Context: an optimization exercise on an open-source flow, tuned for small area and a short achievable clock period. The choices shown serve that exercise and are no tape-out recipe. RTL that was checked went through simulation tests only; none was proved equivalent to the original. Power is estimated from default activity; no workload was simulated.

==> willow: inputs <==
Design wb_regfile, start of the top module:
module wb_regfile
#(
  parameter int DATA_W = DEF_DATA_W,
  parameter int ADDR_W = DEF_ADDR_W,
  parameter int PEND_W = DEF_PEND_W
) (
  input  logic              clk,
  input  logic              reset,
  input  logic              wb_en,
  input  logic [ADDR_W-1:0] wb_sel,
  input  logic [DATA_W-1:0] wb_data,
  input  logic              iss_en,
  input  logic [ADDR_W-1:0] iss_sel,
  input  logic [ADDR_W-1:0] rd_sel_a,
  input  logic [ADDR_W-1:0] rd_sel_b,
  output logic [DATA_W-1:0] rd_data_a,
  output logic [DATA_W-1:0] rd_data_b,
  output logic              hazard_a,
  output logic              hazard_b,
  output logic              pend_ovf
);
clock: 5.5 ns
lec_check: 0
cap_margin: 20
core_margin: 2
core_utilization: 40
setup_slack_margin: 1.35
slew_margin: 20
synth_hierarchical: 1
synth_minimum_keep_size: 0
standard.sh (not shown) runs the stock make flow with config.mk's settings and CLKGATE_MAP_FILE= SYNTH_SCRIPT=/design/flow/synth_recipe.tcl, a recipe that flattens the netlist after the stock synthesis.
==> flow/flow/run.sh <==
#!/bin/bash
# Standard layout, with port buffers from the plain buffer family, the resizer allowed to
# change a cell's footprint (so those buffers can be sized like any other), and a clock tree
# of clkbuf_16 in sink clusters of up to 30 within 70 um, without dummy loads; no gate cloning in timing repair.
set -o pipefail
CTS="-sink_clustering_enable -repair_clock_nets -sink_clustering_size 30 -sink_clustering_max_diameter 70 -buf_list sky130_fd_sc_hd__clkbuf_16 -dont_use_dummy_load"
bash standard.sh MATCH_CELL_FOOTPRINT=0 "BUFFER_PORTS_ARGS=-buffer_cell sky130_fd_sc_hd__buf_2" "CTS_ARGS=$CTS" SKIP_GATE_CLONING=1 finish > flow.log 2>&1
==> cedar (differences from willow) <==
==> flow/flow/run.sh (replaced) <==
#!/bin/bash
# Standard layout, with port buffers from the plain buffer family, the resizer allowed to
# change a cell's footprint (so those buffers can be sized like any other), and a clock tree
# of clkbuf_4 in sink clusters of up to 10 within 35 um, without dummy loads.
set -o pipefail
CTS="-sink_clustering_enable -repair_clock_nets -sink_clustering_size 10 -sink_clustering_max_diameter 35 -buf_list sky130_fd_sc_hd__clkbuf_4 -dont_use_dummy_load"
bash standard.sh MATCH_CELL_FOOTPRINT=0 "BUFFER_PORTS_ARGS=-buffer_cell sky130_fd_sc_hd__buf_2" "CTS_ARGS=$CTS" finish > flow.log 2>&1
--- a/flow/config.mk
+++ b/flow/config.mk
@@ -7,8 +7,8 @@
 export LEC_CHECK = 0
 export CAP_MARGIN = 20
 export CORE_MARGIN = 2
-export CORE_UTILIZATION = 40
-export SETUP_SLACK_MARGIN = 1.35
+export CORE_UTILIZATION = 45
+export SETUP_SLACK_MARGIN = 1.2
 export SLEW_MARGIN = 20
 export SYNTH_HIERARCHICAL = 1
 export SYNTH_MINIMUM_KEEP_SIZE = 0
==> juniper (differences from willow) <==
==> flow/flow/run.sh (replaced) <==
#!/bin/bash
# Standard layout, with port buffers from the plain buffer family, the resizer allowed to
# change a cell's footprint (so those buffers can be sized like any other), and a clock tree
# of clkbuf_16 in sink clusters of up to 30 within 70 um, without dummy loads.
set -o pipefail
CTS="-sink_clustering_enable -repair_clock_nets -sink_clustering_size 30 -sink_clustering_max_diameter 70 -buf_list sky130_fd_sc_hd__clkbuf_16 -dont_use_dummy_load"
bash standard.sh MATCH_CELL_FOOTPRINT=0 "BUFFER_PORTS_ARGS=-buffer_cell sky130_fd_sc_hd__buf_2" "CTS_ARGS=$CTS" finish > flow.log 2>&1
--- a/flow/config.mk
+++ b/flow/config.mk
@@ -8,7 +8,7 @@
 export CAP_MARGIN = 20
 export CORE_MARGIN = 2
 export CORE_UTILIZATION = 40
-export SETUP_SLACK_MARGIN = 1.35
+export SETUP_SLACK_MARGIN = 1.42
 export SLEW_MARGIN = 20
 export SYNTH_HIERARCHICAL = 1
 export SYNTH_MINIMUM_KEEP_SIZE = 0
==> notes <==
willow completed with no timing, DRC or antenna violations. cedar finished with timing, DRC and antenna clean. juniper completed without violations.
Of cedar and willow, willow has the higher die area (gap 11%, measured against willow).
The highest setup slack belongs to willow, the lowest to cedar.
The lowest hold slack belongs to cedar, the highest to willow.
Cell area: juniper > willow > cedar.
Against cedar, the wire length of juniper is higher by 3.8%.
The lowest count of clock-buffer cells in the layout belongs to juniper, the highest to cedar.
Against willow, the cell count of juniper is larger by 2.6%.
Clock skew, highest first: juniper, cedar, willow.
==> figures <==
	cedar	juniper	willow
Result of the run	timing/DRC/antenna clean	timing/DRC/antenna clean	timing/DRC/antenna clean
Tightest slew margin relative to the limit	20.2%	22.6%	21.8%
Met2 track utilization from global routing	47.6%	45.8%	46.8%
Maximum clock frequency	227 MHz	235 MHz	239 MHz
Number of placement rows	116	123	123
Post-placement cell area	0.0496 sq mm	0.0496 sq mm	0.0499 sq mm
Routed metal-1 wirelength	65200 um	64100 um	65200 um
Fraction of area in multi-input gates	28.6%	29.0%	27.7%
Number of optimization iterations in the first detailed-route pass	9	9	13
Depth of the worst hold-timing path	2	3	3
Cell total after placement	4778	5021	5027
Overall die width	320 um	340 um	340 um
Number of buffers added by the clock tree synthesis step	166	55	66
Die outline area	0.103 sq mm	0.115 sq mm	0.115 sq mm
Clock network area share	2.38%	2.43%	3.07%
Fraction of layout instances using a drive strength above 1	22.0%	30.3%	21.5%
Slowest stage cell, crit path	sky130_fd_sc_hd__a222oi_1	sky130_fd_sc_hd__a32oi_2	sky130_fd_sc_hd__a32oi_1
Share of total power consumed by net switching	26.8%	26.0%	25.0%


==> v34: inputs <==
==> flow/design.v <==
package pipe_pkg;
  localparam int DEF_DATA_W = 32;
  localparam int DEF_ADDR_W = 5;
  localparam int DEF_PEND_W = 2;
  typedef logic [DEF_ADDR_W-1:0] reg_sel_t;
  typedef logic [DEF_DATA_W-1:0] word_t;
endpackage
import pipe_pkg::*;
module wb_scoreboard (
  input  logic        clk,
  input  logic        reset,
  input  logic [31:0] wdec,
  input  logic [31:0] idec,
  input  logic [31:0] adec,
  input  logic [31:0] bdec,
  output logic        hazard_a,
  output logic        hazard_b,
  output logic        pend_ovf
);
  logic [31:0] w_hz;         
  logic [31:0] w_ovf_hit;
  logic        r_ovf;
  assign w_hz[0]      = 1'b0;
  assign w_ovf_hit[0] = 1'b0;
  for (genvar g = 1; g < 32; g++) begin : g_reg
    logic w_inc, w_dec;
    logic r_g1, r_g0;
    assign w_inc = idec[g] && !wdec[g];
    assign w_dec = wdec[g] && !idec[g];
    always_ff @(posedge clk) begin
      if (reset) begin
        r_g1 <= 1'b0;
        r_g0 <= 1'b0;
      end else if (w_inc) begin       
        r_g1 <= r_g1 | r_g0;
        r_g0 <= !r_g1;
      end else if (w_dec) begin       
        r_g1 <= r_g1 & !r_g0;
        r_g0 <= r_g1;
      end
    end
    assign w_hz[g]      = r_g1 | (r_g0 && !wdec[g]);
    assign w_ovf_hit[g] = w_inc && r_g1 && !r_g0;
  end
  always_ff @(posedge clk) begin
    if (reset)           r_ovf <= 1'b0;
    else if (|w_ovf_hit) r_ovf <= 1'b1;
  end
  assign pend_ovf = r_ovf;
  assign hazard_a = |(w_hz & adec);
  assign hazard_b = |(w_hz & bdec);
endmodule
import pipe_pkg::*;
module wb_g_aoi22 (input logic a1, a2, b1, b2, output logic y);
  assign y = !((a1 & a2) | (b1 & b2));
endmodule
module wb_g_nand4 (input logic a, b, c, d, output logic y);
  assign y = !(a & b & c & d);
endmodule
module wb_g_nor2 (input logic a, b, output logic y);
  assign y = !(a | b);
endmodule
module wb_g_nand2 (input logic a, b, output logic y);
  assign y = !(a & b);
endmodule
module wb_rd_bit (
  input  logic [31:0] d,
  input  logic [31:0] s,
  output logic        y
);
  logic [15:0] w_p;    
  logic [3:0]  w_q;    
  logic [1:0]  w_r;    
  for (genvar i = 0; i < 16; i++) begin : g_p
    wb_g_aoi22 u (.a1(d[2*i]), .a2(s[2*i]), .b1(d[2*i+1]), .b2(s[2*i+1]), .y(w_p[i]));
  end
  for (genvar i = 0; i < 4; i++) begin : g_q
    wb_g_nand4 u (.a(w_p[4*i]), .b(w_p[4*i+1]), .c(w_p[4*i+2]), .d(w_p[4*i+3]), .y(w_q[i]));
  end
  wb_g_nor2  u_r0 (.a(w_q[0]), .b(w_q[1]), .y(w_r[0]));
  wb_g_nor2  u_r1 (.a(w_q[2]), .b(w_q[3]), .y(w_r[1]));
  wb_g_nand2 u_y  (.a(w_r[0]), .b(w_r[1]), .y(y));
endmodule
module wb_dec32 (
  input  logic        en,
  input  logic [4:0]  sel,
  output logic [31:0] y
);
  logic [3:0] w_lo;
  logic [7:0] w_hi;
  for (genvar k = 0; k < 4; k++) begin : g_lo
    assign w_lo[k] = en && (sel[1:0] == 2'(k));
  end
  for (genvar m = 0; m < 8; m++) begin : g_hi
    assign w_hi[m] = (sel[4:2] == 3'(m));
  end
  for (genvar i = 0; i < 32; i++) begin : g_y
    assign y[i] = w_lo[i % 4] && w_hi[i / 4];
  end
endmodule
module wb_regfile
#(
  parameter int DATA_W = DEF_DATA_W,
  parameter int ADDR_W = DEF_ADDR_W,
  parameter int PEND_W = DEF_PEND_W
) (
  input  logic              clk,
  input  logic              reset,
  input  logic              wb_en,
  input  logic [ADDR_W-1:0] wb_sel,
  input  logic [DATA_W-1:0] wb_data,
  input  logic              iss_en,
  input  logic [ADDR_W-1:0] iss_sel,
  input  logic [ADDR_W-1:0] rd_sel_a,
  input  logic [ADDR_W-1:0] rd_sel_b,
  output logic [DATA_W-1:0] rd_data_a,
  output logic [DATA_W-1:0] rd_data_b,
  output logic              hazard_a,
  output logic              hazard_b,
  output logic              pend_ovf
);
  localparam int NREG = 32;
  logic [NREG-1:0]   w_wdec;    
  logic [NREG-1:0]   w_adec, w_bdec, w_idec;
  logic [NREG-1:0]   w_asel, w_bsel;
  logic [DATA_W-1:0] w_wdata;
  logic [DATA_W-1:0][NREG-1:0] w_cols;    
  wb_dec32 u_wdec (.en(wb_en),  .sel(wb_sel),   .y(w_wdec));
  wb_dec32 u_idec (.en(iss_en), .sel(iss_sel),  .y(w_idec));
  wb_dec32 u_adec (.en(1'b1),   .sel(rd_sel_a), .y(w_adec));
  wb_dec32 u_bdec (.en(1'b1),   .sel(rd_sel_b), .y(w_bdec));
  assign w_wdata = reset ? '0 : wb_data;
  for (genvar g = 1; g < NREG; g++) begin : g_reg
    logic [DATA_W-1:0] r_q;
    always_ff @(posedge clk) begin
      if (reset || w_wdec[g]) r_q <= w_wdata;
    end
    for (genvar b = 0; b < DATA_W; b++) begin : g_bit
      assign w_cols[b][g] = r_q[b];
    end
    assign w_asel[g] = w_adec[g] && !w_wdec[g];
    assign w_bsel[g] = w_bdec[g] && !w_wdec[g];
  end
  assign w_asel[0] = wb_en && (wb_sel != '0) && (wb_sel == rd_sel_a);
  assign w_bsel[0] = wb_en && (wb_sel != '0) && (wb_sel == rd_sel_b);
  for (genvar b = 0; b < DATA_W; b++) begin : g_col
    assign w_cols[b][0] = wb_data[b];
    wb_rd_bit u_a (.d(w_cols[b]), .s(w_asel), .y(rd_data_a[b]));
    wb_rd_bit u_b (.d(w_cols[b]), .s(w_bsel), .y(rd_data_b[b]));
  end
  wb_scoreboard u_sb (
    .clk      (clk),
    .reset    (reset),
    .wdec     (w_wdec),
    .idec     (w_idec),
    .adec     (w_adec),
    .bdec     (w_bdec),
    .hazard_a (hazard_a),
    .hazard_b (hazard_b),
    .pend_ovf (pend_ovf)
  );
endmodule
==> flow/flow/run.sh <==
#!/bin/bash
# Standard layout, with port buffers from the plain buffer family and the resizer allowed to
# change a cell's footprint (so those buffers can be sized like any other).
set -o pipefail
bash standard.sh MATCH_CELL_FOOTPRINT=0 "BUFFER_PORTS_ARGS=-buffer_cell sky130_fd_sc_hd__buf_2" finish > flow.log 2>&1
==> flow/standard.sh <==
#!/bin/bash
# synth_recipe.tcl (not shown) runs the flow's synth.tcl, then flattens the netlist and writes it again
# the make line also repeats each setting of config.mk as NAME=value (left out here)
make -C /OpenROAD-flow-scripts/flow DESIGN_CONFIG=/design/flow/config.mk WORK_HOME=/design/flow/orfs CLKGATE_MAP_FILE= SYNTH_SCRIPT=/design/flow/synth_recipe.tcl "${@:-finish}"
==> flow/config.mk <==
export PLATFORM = sky130hd
export DESIGN_NAME = wb_regfile
export DESIGN_NICKNAME = wb_regfile
export VERILOG_FILES = /design/flow/design.v
export SDC_FILE = /design/flow/constraint.sdc
export NUM_CORES = 4
export LEC_CHECK = 0
export ABC_AREA = 1
export CAP_MARGIN = 20
export CORE_MARGIN = 2
export CORE_UTILIZATION = 40
export SLEW_MARGIN = 20
export SYNTH_HIERARCHICAL = 1
export SYNTH_MINIMUM_KEEP_SIZE = 0
==> flow/constraint.sdc <==
create_clock -name core_clock -period 5.5 [get_ports {clk}]
set_input_delay 1.1000 -clock core_clock [delete_from_list [all_inputs] [get_ports {clk}]]
set_output_delay 1.1000 -clock core_clock [all_outputs]
set_load 0.01 [all_outputs]
==> v27 (differences from v34) <==
==> flow/design.v (replaced) <==
package pipe_pkg;
  localparam int DEF_DATA_W = 32;
  localparam int DEF_ADDR_W = 5;
  localparam int DEF_PEND_W = 2;
  typedef logic [DEF_ADDR_W-1:0] reg_sel_t;
  typedef logic [DEF_DATA_W-1:0] word_t;
endpackage
import pipe_pkg::*;
module wb_scoreboard
#(
  parameter int ADDR_W = DEF_ADDR_W,
  parameter int PEND_W = DEF_PEND_W
) (
  input  logic              clk,
  input  logic              reset,
  input  logic              wb_en,
  input  logic [ADDR_W-1:0] wb_sel,
  input  logic              iss_en,
  input  logic [ADDR_W-1:0] iss_sel,
  input  logic [ADDR_W-1:0] rd_sel_a,
  input  logic [ADDR_W-1:0] rd_sel_b,
  output logic              hazard_a,
  output logic              hazard_b,
  output logic              pend_ovf
);
  localparam int NREG = 2**ADDR_W;
  localparam logic [PEND_W-1:0] PEND_MAX = '1;
  logic [NREG-1:0][PEND_W-1:0] w_pend;
  logic [NREG-1:0]             w_ovf_hit;
  logic                        r_ovf;
  logic [PEND_W-1:0]           w_pend_a, w_pend_b;
  for (genvar g = 0; g < NREG; g++) begin : g_reg
    logic              w_iss, w_wb;
    logic [PEND_W-1:0] r_cnt;
    assign w_iss = iss_en && (iss_sel == ADDR_W'(g)) && (g != 0);
    assign w_wb  = wb_en  && (wb_sel  == ADDR_W'(g)) && (g != 0);
    always_ff @(posedge clk) begin
      if (reset)
        r_cnt <= '0;
      else if (w_iss && !w_wb) begin
        if (r_cnt != PEND_MAX) r_cnt <= r_cnt + 1'b1;
      end else if (w_wb && !w_iss) begin
        if (r_cnt != '0) r_cnt <= r_cnt - 1'b1;
      end
    end
    assign w_pend[g]    = r_cnt;
    assign w_ovf_hit[g] = w_iss && !w_wb && (r_cnt == PEND_MAX);
  end
  always_ff @(posedge clk) begin
    if (reset)           r_ovf <= 1'b0;
    else if (|w_ovf_hit) r_ovf <= 1'b1;
  end
  assign pend_ovf = r_ovf;
  assign w_pend_a = w_pend[rd_sel_a];
  assign w_pend_b = w_pend[rd_sel_b];
  always_comb begin
    hazard_a = (rd_sel_a != '0) && (w_pend_a != '0);
    hazard_b = (rd_sel_b != '0) && (w_pend_b != '0);
    if (wb_en && wb_sel == rd_sel_a && w_pend_a == PEND_W'(1)) hazard_a = 1'b0;
    if (wb_en && wb_sel == rd_sel_b && w_pend_b == PEND_W'(1)) hazard_b = 1'b0;
  end
endmodule
import pipe_pkg::*;
module wb_rd_slice #(parameter int N = 32) (
  input  logic [N-1:0] d,
  input  logic [N-1:0] s,
  output logic         y
);
  assign y = |(d & s);
endmodule
module wb_regfile
#(
  parameter int DATA_W = DEF_DATA_W,
  parameter int ADDR_W = DEF_ADDR_W,
  parameter int PEND_W = DEF_PEND_W
) (
  input  logic              clk,
  input  logic              reset,
  input  logic              wb_en,
  input  logic [ADDR_W-1:0] wb_sel,
  input  logic [DATA_W-1:0] wb_data,
  input  logic              iss_en,
  input  logic [ADDR_W-1:0] iss_sel,
  input  logic [ADDR_W-1:0] rd_sel_a,
  input  logic [ADDR_W-1:0] rd_sel_b,
  output logic [DATA_W-1:0] rd_data_a,
  output logic [DATA_W-1:0] rd_data_b,
  output logic              hazard_a,
  output logic              hazard_b,
  output logic              pend_ovf
);
  localparam int NREG = 2**ADDR_W;
  logic [NREG-1:0]   w_wdec;    
  logic [NREG-1:0]   w_asel, w_bsel;
  logic [DATA_W-1:0] w_wdata;
  logic [DATA_W-1:0][NREG-1:0] w_cols;    
  assign w_wdata = reset ? '0 : wb_data;
  for (genvar g = 1; g < NREG; g++) begin : g_reg
    logic [DATA_W-1:0] r_q;
    assign w_wdec[g] = wb_en && (wb_sel == ADDR_W'(g));
    always_ff @(posedge clk) begin
      if (reset || w_wdec[g]) r_q <= w_wdata;
    end
    for (genvar b = 0; b < DATA_W; b++) begin : g_bit
      assign w_cols[b][g] = r_q[b];
    end
    assign w_asel[g] = (rd_sel_a == ADDR_W'(g)) && !w_wdec[g];
    assign w_bsel[g] = (rd_sel_b == ADDR_W'(g)) && !w_wdec[g];
  end
  assign w_wdec[0] = 1'b0;
  assign w_asel[0] = wb_en && (wb_sel != '0) && (wb_sel == rd_sel_a);
  assign w_bsel[0] = wb_en && (wb_sel != '0) && (wb_sel == rd_sel_b);
  for (genvar b = 0; b < DATA_W; b++) begin : g_col
    assign w_cols[b][0] = wb_data[b];
    wb_rd_slice #(.N(NREG)) u_a (.d(w_cols[b]), .s(w_asel), .y(rd_data_a[b]));
    wb_rd_slice #(.N(NREG)) u_b (.d(w_cols[b]), .s(w_bsel), .y(rd_data_b[b]));
  end
  wb_scoreboard #(.ADDR_W(ADDR_W), .PEND_W(PEND_W)) u_sb (
    .clk      (clk),
    .reset    (reset),
    .wb_en    (wb_en),
    .wb_sel   (wb_sel),
    .iss_en   (iss_en),
    .iss_sel  (iss_sel),
    .rd_sel_a (rd_sel_a),
    .rd_sel_b (rd_sel_b),
    .hazard_a (hazard_a),
    .hazard_b (hazard_b),
    .pend_ovf (pend_ovf)
  );
endmodule
==> flow/run.sh (new file) <==
#!/bin/bash
# synth_recipe.tcl (not shown) runs the flow's synth.tcl, then flattens the netlist and writes it again
# the make line also repeats each setting of config.mk as NAME=value (left out here)
make -C /OpenROAD-flow-scripts/flow DESIGN_CONFIG=/design/flow/config.mk WORK_HOME=/design/flow/orfs CLKGATE_MAP_FILE= SYNTH_SCRIPT=/design/flow/synth_recipe.tcl finish
Settings changed: ABC_AREA 1 to default.
removed: flow/flow/run.sh
removed: flow/standard.sh
==> v28 (differences from v34) <==
--- a/flow/design.v
+++ b/flow/design.v
@@ -6,6 +6,28 @@
   typedef logic [DEF_DATA_W-1:0] word_t;
 endpackage
 import pipe_pkg::*;
+module wb_sb_cnt (
+  input  logic clk,
+  input  logic reset,
+  input  logic inc,       
+  input  logic dec,       
+  input  logic wb,        
+  output logic hz,        
+  output logic ovf_hit    
+);
+  logic r_g1, r_g0;
+  always_ff @(posedge clk) begin
+    if (reset) begin
+      r_g1 <= 1'b0;
+      r_g0 <= 1'b0;
+    end else begin
+      r_g1 <= (r_g1 & !(dec & r_g0)) | (inc & r_g0);
+      r_g0 <= dec ? r_g1 : (inc ? !r_g1 : r_g0);
+    end
+  end
+  assign hz      = r_g1 | (r_g0 & !wb);
+  assign ovf_hit = inc & r_g1 & !r_g0;
+endmodule
 module wb_scoreboard (
   input  logic        clk,
   input  logic        reset,
@@ -17,65 +39,49 @@
   output logic        hazard_b,
   output logic        pend_ovf
 );
-  logic [31:0] w_hz;         
+  logic [31:0] w_hz;
   logic [31:0] w_ovf_hit;
   logic        r_ovf;
   assign w_hz[0]      = 1'b0;
   assign w_ovf_hit[0] = 1'b0;
   for (genvar g = 1; g < 32; g++) begin : g_reg
-    logic w_inc, w_dec;
-    logic r_g1, r_g0;
-    assign w_inc = idec[g] && !wdec[g];
-    assign w_dec = wdec[g] && !idec[g];
-    always_ff @(posedge clk) begin
-      if (reset) begin
-        r_g1 <= 1'b0;
-        r_g0 <= 1'b0;
-      end else if (w_inc) begin       
-        r_g1 <= r_g1 | r_g0;
-        r_g0 <= !r_g1;
-      end else if (w_dec) begin       
-        r_g1 <= r_g1 & !r_g0;
-        r_g0 <= r_g1;
-      end
-    end
-    assign w_hz[g]      = r_g1 | (r_g0 && !wdec[g]);
-    assign w_ovf_hit[g] = w_inc && r_g1 && !r_g0;
+    wb_sb_cnt u_cnt (
+      .clk(clk), .reset(reset),
+      .inc(idec[g] & !wdec[g]), .dec(wdec[g] & !idec[g]), .wb(wdec[g]),
+      .hz(w_hz[g]), .ovf_hit(w_ovf_hit[g])
+    );
   end
   always_ff @(posedge clk) begin
     if (reset)           r_ovf <= 1'b0;
     else if (|w_ovf_hit) r_ovf <= 1'b1;
   end
   assign pend_ovf = r_ovf;
-  assign hazard_a = |(w_hz & adec);
-  assign hazard_b = |(w_hz & bdec);
+  wb_rd_bit u_hza (.d(w_hz), .s(adec), .y(hazard_a));
+  wb_rd_bit u_hzb (.d(w_hz), .s(bdec), .y(hazard_b));
 endmodule
 import pipe_pkg::*;
-module wb_g_aoi22 (input logic a1, a2, b1, b2, output logic y);
-  assign y = !((a1 & a2) | (b1 & b2));
-endmodule
-module wb_g_nand4 (input logic a, b, c, d, output logic y);
-  assign y = !(a & b & c & d);
-endmodule
 module wb_g_nor2 (input logic a, b, output logic y);
   assign y = !(a | b);
 endmodule
 module wb_g_nand2 (input logic a, b, output logic y);
   assign y = !(a & b);
 endmodule
+module wb_or8 (
+  input  logic [7:0] d,
+  input  logic [7:0] s,
+  output logic       y
+);
+  assign y = |(d & s);
+endmodule
 module wb_rd_bit (
   input  logic [31:0] d,
   input  logic [31:0] s,
   output logic        y
 );
-  logic [15:0] w_p;    
-  logic [3:0]  w_q;    
-  logic [1:0]  w_r;    
-  for (genvar i = 0; i < 16; i++) begin : g_p
-    wb_g_aoi22 u (.a1(d[2*i]), .a2(s[2*i]), .b1(d[2*i+1]), .b2(s[2*i+1]), .y(w_p[i]));
-  end
+  logic [3:0]  w_q;
+  logic [1:0]  w_r;
   for (genvar i = 0; i < 4; i++) begin : g_q
-    wb_g_nand4 u (.a(w_p[4*i]), .b(w_p[4*i+1]), .c(w_p[4*i+2]), .d(w_p[4*i+3]), .y(w_q[i]));
+    wb_or8 u (.d(d[8*i +: 8]), .s(s[8*i +: 8]), .y(w_q[i]));
   end
   wb_g_nor2  u_r0 (.a(w_q[0]), .b(w_q[1]), .y(w_r[0]));
   wb_g_nor2  u_r1 (.a(w_q[2]), .b(w_q[3]), .y(w_r[1]));
==> flow/flow/run.sh (replaced) <==
#!/bin/bash
# Standard layout, with port buffers from the plain buffer family, the resizer allowed to
# change a cell's footprint, and power (area) recovery on non-critical gates after routing.
set -o pipefail
bash standard.sh MATCH_CELL_FOOTPRINT=0 "BUFFER_PORTS_ARGS=-buffer_cell sky130_fd_sc_hd__buf_2" RECOVER_POWER=100 finish > flow.log 2>&1
Settings changed: ABC_AREA 1 to default, CORE_UTILIZATION 40 to 60, CTS_BUF_LIST from default to sky130_fd_sc_hd__clkbuf_8, SETUP_SLACK_MARGIN from default to 1.5.
==> impl_metrics.ini <==
[outcome]
status = complete, but fails checks
violatedChecks = negative setup slack

[sta]
drv_slew = 0
setup_viol = 4
min_period_ns = 5.53
setup_ws_ns = -0.0330

[setup_path]
cp_cell_sequence = clkdlybuf4s50_1, or4b_4, nor2_1, buf_4, nor4_4, buf_6, buf_4, a22oi_1, nand4_1, or4_1, clkdlybuf4s50_1
crit_fanout = 14
timing.critical_path.slowest_stage_cell = or4b_4

[finish]
post-route-cell-area_mm2 = 0.0572

[placement]
hpwl_um = 120000

[route]
wl_per_cell_um = 35.1

[pwr]
p_switching_mw = 4.72
p_per_area_mw_per_mm2 = 332
the above is filed under v27

==> impl_metrics.ini <==
[sta]
setup_viol = 0
setup_ws_ns = 0.329
min_period_ns = 5.17
drv_slew = 0

[finish]
post-route-cell-area_mm2 = 0.0659

[outcome]
status = timing/DRC/antenna clean

[setup_path]
crit_fanout = 9
timing.critical_path.slowest_stage_cell = nor2_1
cp_cell_sequence = buf_2, nor2_1, nand2_1, nor2_1, nor2_4, buf_4, nand2_1, nand2_1, inv_1, nand2_1, inv_1, nand2_1, nor2_1, buf_4, nand2_1, buf_2

[pwr]
p_per_area_mw_per_mm2 = 280
p_switching_mw = 4.66

[placement]
gp_congestion = 0.944
hpwl_um = 130000

[route]
met1Wirelength_um = 78200
the above is filed under v34

==> impl_metrics.ini <==
[finish]
post-route-cell-area_mm2 = 0.0585

[sta]
setup_viol = 0
min_period_ns = 5.03
drv_slew = 1241

[setup_path]
timing.critical_path.slowest_stage_cell = clkbuf_2

[flow_run]
maxCapViolations = 43

[pwr]
p_switching_mw = 4.62
p_per_area_mw_per_mm2 = 299

[outcome]
status = complete, but fails checks
violatedChecks = max-capacitance violations, max-slew violations
the above is filed under v28

Function was not checked in any run of this note: the RTL went through the layout flow alone.

afterwards: timing with drivers on the ports:
Ports are ideal in the flow. The routed layouts listed here were re-timed in OpenROAD. Step 1 assumes that a clkbuf_16 drives the clock port and a buf_2 every other input. Step 2 moves the port delays by t, midway between the first and last clock arrival at a register: inputs arrive t later, outputs are due t later. That takes back most of the time a late clock gives input paths. a / b / c = ideal / step 1 / step 2; a / b = the first two.
| run | t (ns) | setup slack, ns | hold WS [ns] | slew at the worst register clock pin (ns) |
|---|---|---|---|---|
| willow | 0.719 | 1.320 / 1.107 / 1.107 | 0.550 / 0.550 / 0.550 | 0.11 / 0.11 |
| cedar | 1.168 | 1.086 / 1.064 / 1.064 | 0.468 / 0.420 / 0.551 | 0.12 / 0.12 |
| juniper | 0.744 | 1.242 / 1.182 / 1.182 | 0.546 / 0.546 / 0.546 | 0.11 / 0.11 |
| v34 | 0.796 | 0.329 / 0.311 / 0.311 | 0.489 / 0.489 / 0.489 | 0.07 / 0.07 |
| v27 | 0.769 | -0.033 / -0.058 / -0.058 | 0.530 / 0.530 / 0.530 | 0.07 / 0.07 |
| v28 | 0.907 | 0.473 / 0.439 / -0.382 | 0.509 / 0.509 / 0.509 | 0.07 / 0.07 |
For v28, which loses most, drivers alone change the setup slack by -0.034 ns; drivers and shift together by -0.855 ns.
